Context: an optimization exercise on an open-source flow, tuned for small area, a short achievable clock period and few clock cycles per item. The choices shown serve that exercise and are no tape-out recipe.
Where RTL was checked, it was by simulation tests only, not by an equivalence proof against the original.
Power and IR drop assume default switching activity.

Design ex_unit, start of the top module:
module ex_unit (
	input  logic      clk,
	input  logic      rst,
	input  logic      req_i,
	output logic      ack_o,
	input  ex_pkg::alusel_t   alusel_i,
	input  ex_pkg::aluop_t    aluop_i,
	input  ex_pkg::word_t     reg1_i,
	input  ex_pkg::word_t     reg2_i,
	input  ex_pkg::reg_addr_t wd_i,
	input  logic      wreg_i,
	output ex_pkg::word_t     wdata_o,
	output ex_pkg::reg_addr_t wd_o,
	output logic      wreg_o,
	output logic      overflow_o
);
Size: ~180 flip-flops.
export LEC_CHECK = 0
export ABC_AREA = 1
export CAP_MARGIN = 20
export CORE_MARGIN = 2
export CORE_UTILIZATION = 40
export SLEW_MARGIN = 20
create_clock -name core_clock -period 26.0 [get_ports {clk}]
standard.sh (not shown) runs the stock make flow with config.mk's settings and CLKGATE_MAP_FILE= SYNTH_SCRIPT=/design/flow/synth_recipe.tcl, a recipe that flattens the netlist after the stock synthesis.
==> flow/flow/run.sh <==
#!/bin/bash
# The standard layout, except that the port buffers are buf_2 cells
# (ORFS's default choice is a clkdlybuf4s50_1 delay cell on every port),
# and the timing repair aims for setup slack well above zero
bash standard.sh BUFFER_PORTS_ARGS="-buffer_cell sky130_fd_sc_hd__buf_2" \
	SETUP_SLACK_MARGIN=17.5 finish > standard.log 2>&1
The starting point finished with timing, DRC and antenna clean.
Edit:
--- a/flow/flow/run.sh
+++ b/flow/flow/run.sh
@@ -4,3 +4,3 @@
 # and the timing repair aims for setup slack well above zero
 bash standard.sh BUFFER_PORTS_ARGS="-buffer_cell sky130_fd_sc_hd__buf_2" \
-	SETUP_SLACK_MARGIN=17.5 finish > standard.log 2>&1
+	SETUP_SLACK_MARGIN=18.5 finish > standard.log 2>&1
Result: Global-route usage is higher by 1.2 points. Worst hold slack degrades by 9.0 ps. Worst setup slack improved by 670 ps. Clock-buffer cell count rises by 2. Cell count rose by 2.2%. Clock skew is about the same. Total power increases by 11%. Area after synthesis stays the same.
Edit:
--- a/flow/flow/run.sh
+++ b/flow/flow/run.sh
@@ -4,3 +4,3 @@
 # and the timing repair aims for setup slack well above zero
 bash standard.sh BUFFER_PORTS_ARGS="-buffer_cell sky130_fd_sc_hd__buf_2" \
-	SETUP_SLACK_MARGIN=18.5 finish > standard.log 2>&1
+	SETUP_SLACK_MARGIN=18 finish > standard.log 2>&1
Settings changed: CORE_UTILIZATION 40 to 55.
After rerunning:
- The new run completed without violations
- worst hold slack is better by 14 ps
- non-clock buffer count fell by 56
- via count rose slightly
- sequential power barely changes
- sequential share of layout area rose by 1.7 points
Edit:
Settings changed: CORE_UTILIZATION 55 to 40.
After rerunning:
- routed wire length goes down by 2.8%
- die area went up by 37%
- flip-flop and latch count stays the same
- clock-buffer cell count shrinks by 3
- maximum frequency stays flat
No run of this note included a check of the RTL's function; only the layout flow was run.

* * *

Another version of the RTL of ex_unit (not shown whole).
For scale: about 180 flip-flops.
export LEC_CHECK = 0
export ABC_AREA = 1
export CAP_MARGIN = 20
export CORE_MARGIN = 2
export CORE_UTILIZATION = 40
export SLEW_MARGIN = 20
create_clock -name core_clock -period 26.0 [get_ports {clk}]
==> flow/flow/run.sh <==
#!/bin/bash
# The standard layout, except that the port buffers are buf_2 cells
# (ORFS's default choice is a clkdlybuf4s50_1 delay cell on every port),
# and the timing repair aims for setup slack well above zero
bash standard.sh BUFFER_PORTS_ARGS="-buffer_cell sky130_fd_sc_hd__buf_2" \
	SETUP_SLACK_MARGIN=18 finish > standard.log 2>&1
The starting point produced a clean layout.
Rerun with:
--- a/flow/flow/run.sh
+++ b/flow/flow/run.sh
@@ -5,2 +5,2 @@
 bash standard.sh BUFFER_PORTS_ARGS="-buffer_cell sky130_fd_sc_hd__buf_2" \
-	SETUP_SLACK_MARGIN=18 finish > standard.log 2>&1
+	SETUP_SLACK_MARGIN=17.5 finish > standard.log 2>&1
Result: Final area went down slightly; count of clock-buffer cells in the layout went down by 2; hold slack stays flat; wire length went down slightly; utilization went down by 0.82 points; first-iteration DRC count went down by a few percent; final cell count hardly moves; clock skew is about the same; power went down slightly; critical path depth went up by 4.
No functional check of the RTL was part of any run of this note.

* * *

old:
Another version of the RTL of ex_unit (not shown whole).
Size: roughly 180 flip-flops, ~120 I/O pins, roughly 22,000 sq um of cells after synthesis.
clock: 26.0 ns
lec_check: 0
abc_area: 1
cap_margin: 20
core_margin: 2
core_utilization: 40
slew_margin: 20
==> flow/flow/run.sh <==
#!/bin/bash
# The standard layout, except that the port buffers are buf_2 cells
# (ORFS's default choice is a clkdlybuf4s50_1 delay cell on every port),
# and the timing repair aims for setup slack well above zero
bash standard.sh BUFFER_PORTS_ARGS="-buffer_cell sky130_fd_sc_hd__buf_2" \
	SETUP_SLACK_MARGIN=18 finish > standard.log 2>&1
Testbench counts of old, summed over its fixed seeds: cycles 11,588, ops 4,800.
Input-level comparison between new and old:
==> flow/run.sh (new file) <==
#!/bin/bash
# synth_recipe.tcl (not shown) runs the flow's synth.tcl, then flattens the netlist and writes it again
# the make line also repeats each setting of config.mk as NAME=value (left out here)
make -C /OpenROAD-flow-scripts/flow DESIGN_CONFIG=/design/flow/config.mk WORK_HOME=/design/flow/orfs CLKGATE_MAP_FILE= SYNTH_SCRIPT=/design/flow/synth_recipe.tcl finish
removed: flow/flow/run.sh
removed: flow/standard.sh
--- outcome ---
- new vs. old: ratio of final minimum period to clock period went up by 7.2 points.
- Re count of placed standard cells in the final layout, fillers left out: new and old aren't equal, and the lower value belongs to new.
- Relative to old, new degrades first-pass GRT wire length.
- Power dissipated by switching net loads, new vs old: down by a few percent
- new against old: flip-flop and latch share of the layout cell area held, routed wire length went up 0.74%.

* * *

Setup of alpha:
Another version of the RTL of ex_unit (not shown whole).
Size in the first run: about 3500 cells after synthesis, about 180 flip-flops, ~120 I/O pins, roughly 0.024 mm² of cells after synthesis.
Settings: LEC_CHECK=0, ABC_AREA=1, CAP_MARGIN=20, CORE_MARGIN=2, CORE_UTILIZATION=40, SLEW_MARGIN=20; clock period 26.0 ns.
==> flow/flow/run.sh <==
#!/bin/bash
# The standard layout, except that the port buffers are buf_2 cells
# (ORFS's default choice is a clkdlybuf4s50_1 delay cell on every port)
bash standard.sh BUFFER_PORTS_ARGS="-buffer_cell sky130_fd_sc_hd__buf_2" finish > standard.log 2>&1
alpha did not stop at any stage, and its layout met the timing, design-rule and antenna checks.
Testbench counts of alpha, summed over its fixed seeds: cycles 11,588, ops 4,800.
What beta does differently from alpha at the input level:
==> flow/run.sh (new file) <==
#!/bin/bash
# synth_recipe.tcl (not shown) runs the flow's synth.tcl, then flattens the netlist and writes it again
# the make line also repeats each setting of config.mk as NAME=value (left out here)
make -C /OpenROAD-flow-scripts/flow DESIGN_CONFIG=/design/flow/config.mk WORK_HOME=/design/flow/orfs CLKGATE_MAP_FILE= SYNTH_SCRIPT=/design/flow/synth_recipe.tcl finish
removed: flow/flow/run.sh
removed: flow/standard.sh
==> comparison <==
beta against alpha: global placer's final weighted congestion was more or less identical; data arrival time at the worst-slack endpoint went up by 40 ps; power share of the clock group lower; global-route usage down 0.40 points.
Per the comparison of beta with alpha, cell area went up by 590 µm², non-clock buffer total of the final layout shows an increase of 1, worst setup margin moved down, share of async-settable or async-resettable flops after synthesis roughly the same.
Cmp alpha and beta / met1 wire length / higher: alpha
Input changes introduced in gamma (baseline for comparison: beta):
==> flow/flow/run.sh (new file) <==
#!/bin/bash
# The standard layout, except that the port buffers are buf_2 cells
# (ORFS's default choice is a clkdlybuf4s50_1 delay cell on every port),
# and the timing repair aims for setup slack well above zero
bash standard.sh BUFFER_PORTS_ARGS="-buffer_cell sky130_fd_sc_hd__buf_2" \
	SETUP_SLACK_MARGIN=17.5 finish > standard.log 2>&1
==> flow/standard.sh (new file) <==
#!/bin/bash
# synth_recipe.tcl (not shown) runs the flow's synth.tcl, then flattens the netlist and writes it again
# the make line also repeats each setting of config.mk as NAME=value (left out here)
make -C /OpenROAD-flow-scripts/flow DESIGN_CONFIG=/design/flow/config.mk WORK_HOME=/design/flow/orfs CLKGATE_MAP_FILE= SYNTH_SCRIPT=/design/flow/synth_recipe.tcl "${@:-finish}"
removed: flow/run.sh
Clock transition time at the flip-flop clock pins of the worst setup and hold paths: beta vs gamma, no meaningful difference
A start point of the critical path of aluop_i[1] is what beta shows, while aluop_i[0] belongs to gamma.
Going from beta to gamma, routed wire length has increased; worst hold slack went down 8.5 ps.

-- re-timing with driven ports --
In the flow no input, the clock included, has a driving cell. The finished layouts below were timed again as built, in two steps.
Step 1: set_driving_cell puts a clkbuf_16 on clk and a buf_2 on each other input, an assumption about the parent block.
Step 2, shift: input delay + t, output delay - t, t = (earliest + latest rising clock arrival at the registers) / 2. This alone moves slack from input paths to output paths.
Slacks: ideal ports / drivers / drivers and shift; pairs: ideal ports / drivers.
| run | shift t [ns] | setup WS [ns] | worst slew at a driven data input, ns | pins driven straight from the clock port |
|---|---|---|---|---|
| the first run of note 1 | 0.538 | 17.566 / 17.606 / 17.069 | 0.05 | 1 |
| the second run of note 1 | 0.536 | 18.236 / 18.238 / 17.701 | 0.07 | 1 |
| the third run of note 1 | 0.532 | 18.054 / 18.085 / 17.553 | 0.06 | 1 |
| the fourth run of note 1 | 0.536 | 18.054 / 18.076 / 17.540 | 0.07 | 1 |
| the first run of note 2 | 0.526 | 18.048 / 17.950 / 17.424 | 0.21 | 1 |
| the second run of note 2 | 0.527 | 17.650 / 17.667 / 17.140 | 0.06 | 1 |
| old | 0.550 | 18.097 / 18.128 / 17.579 | 0.06 | 1 |
| new | 0.552 | 16.223 / 16.245 / 15.693 | 0.05 | 1 |
| alpha | 0.536 | 16.803 / 16.816 / 16.280 | 0.06 | 1 |
| beta | 0.530 | 16.614 / 16.651 / 16.121 | 0.05 | 1 |
| gamma | 0.540 | 17.498 / 17.512 / 16.971 | 0.06 | 1 |
After both steps every run listed still meets setup and hold. For the first run of note 2, which loses most, drivers alone change the setup slack by -0.098 ns; drivers and shift together by -0.624 ns.
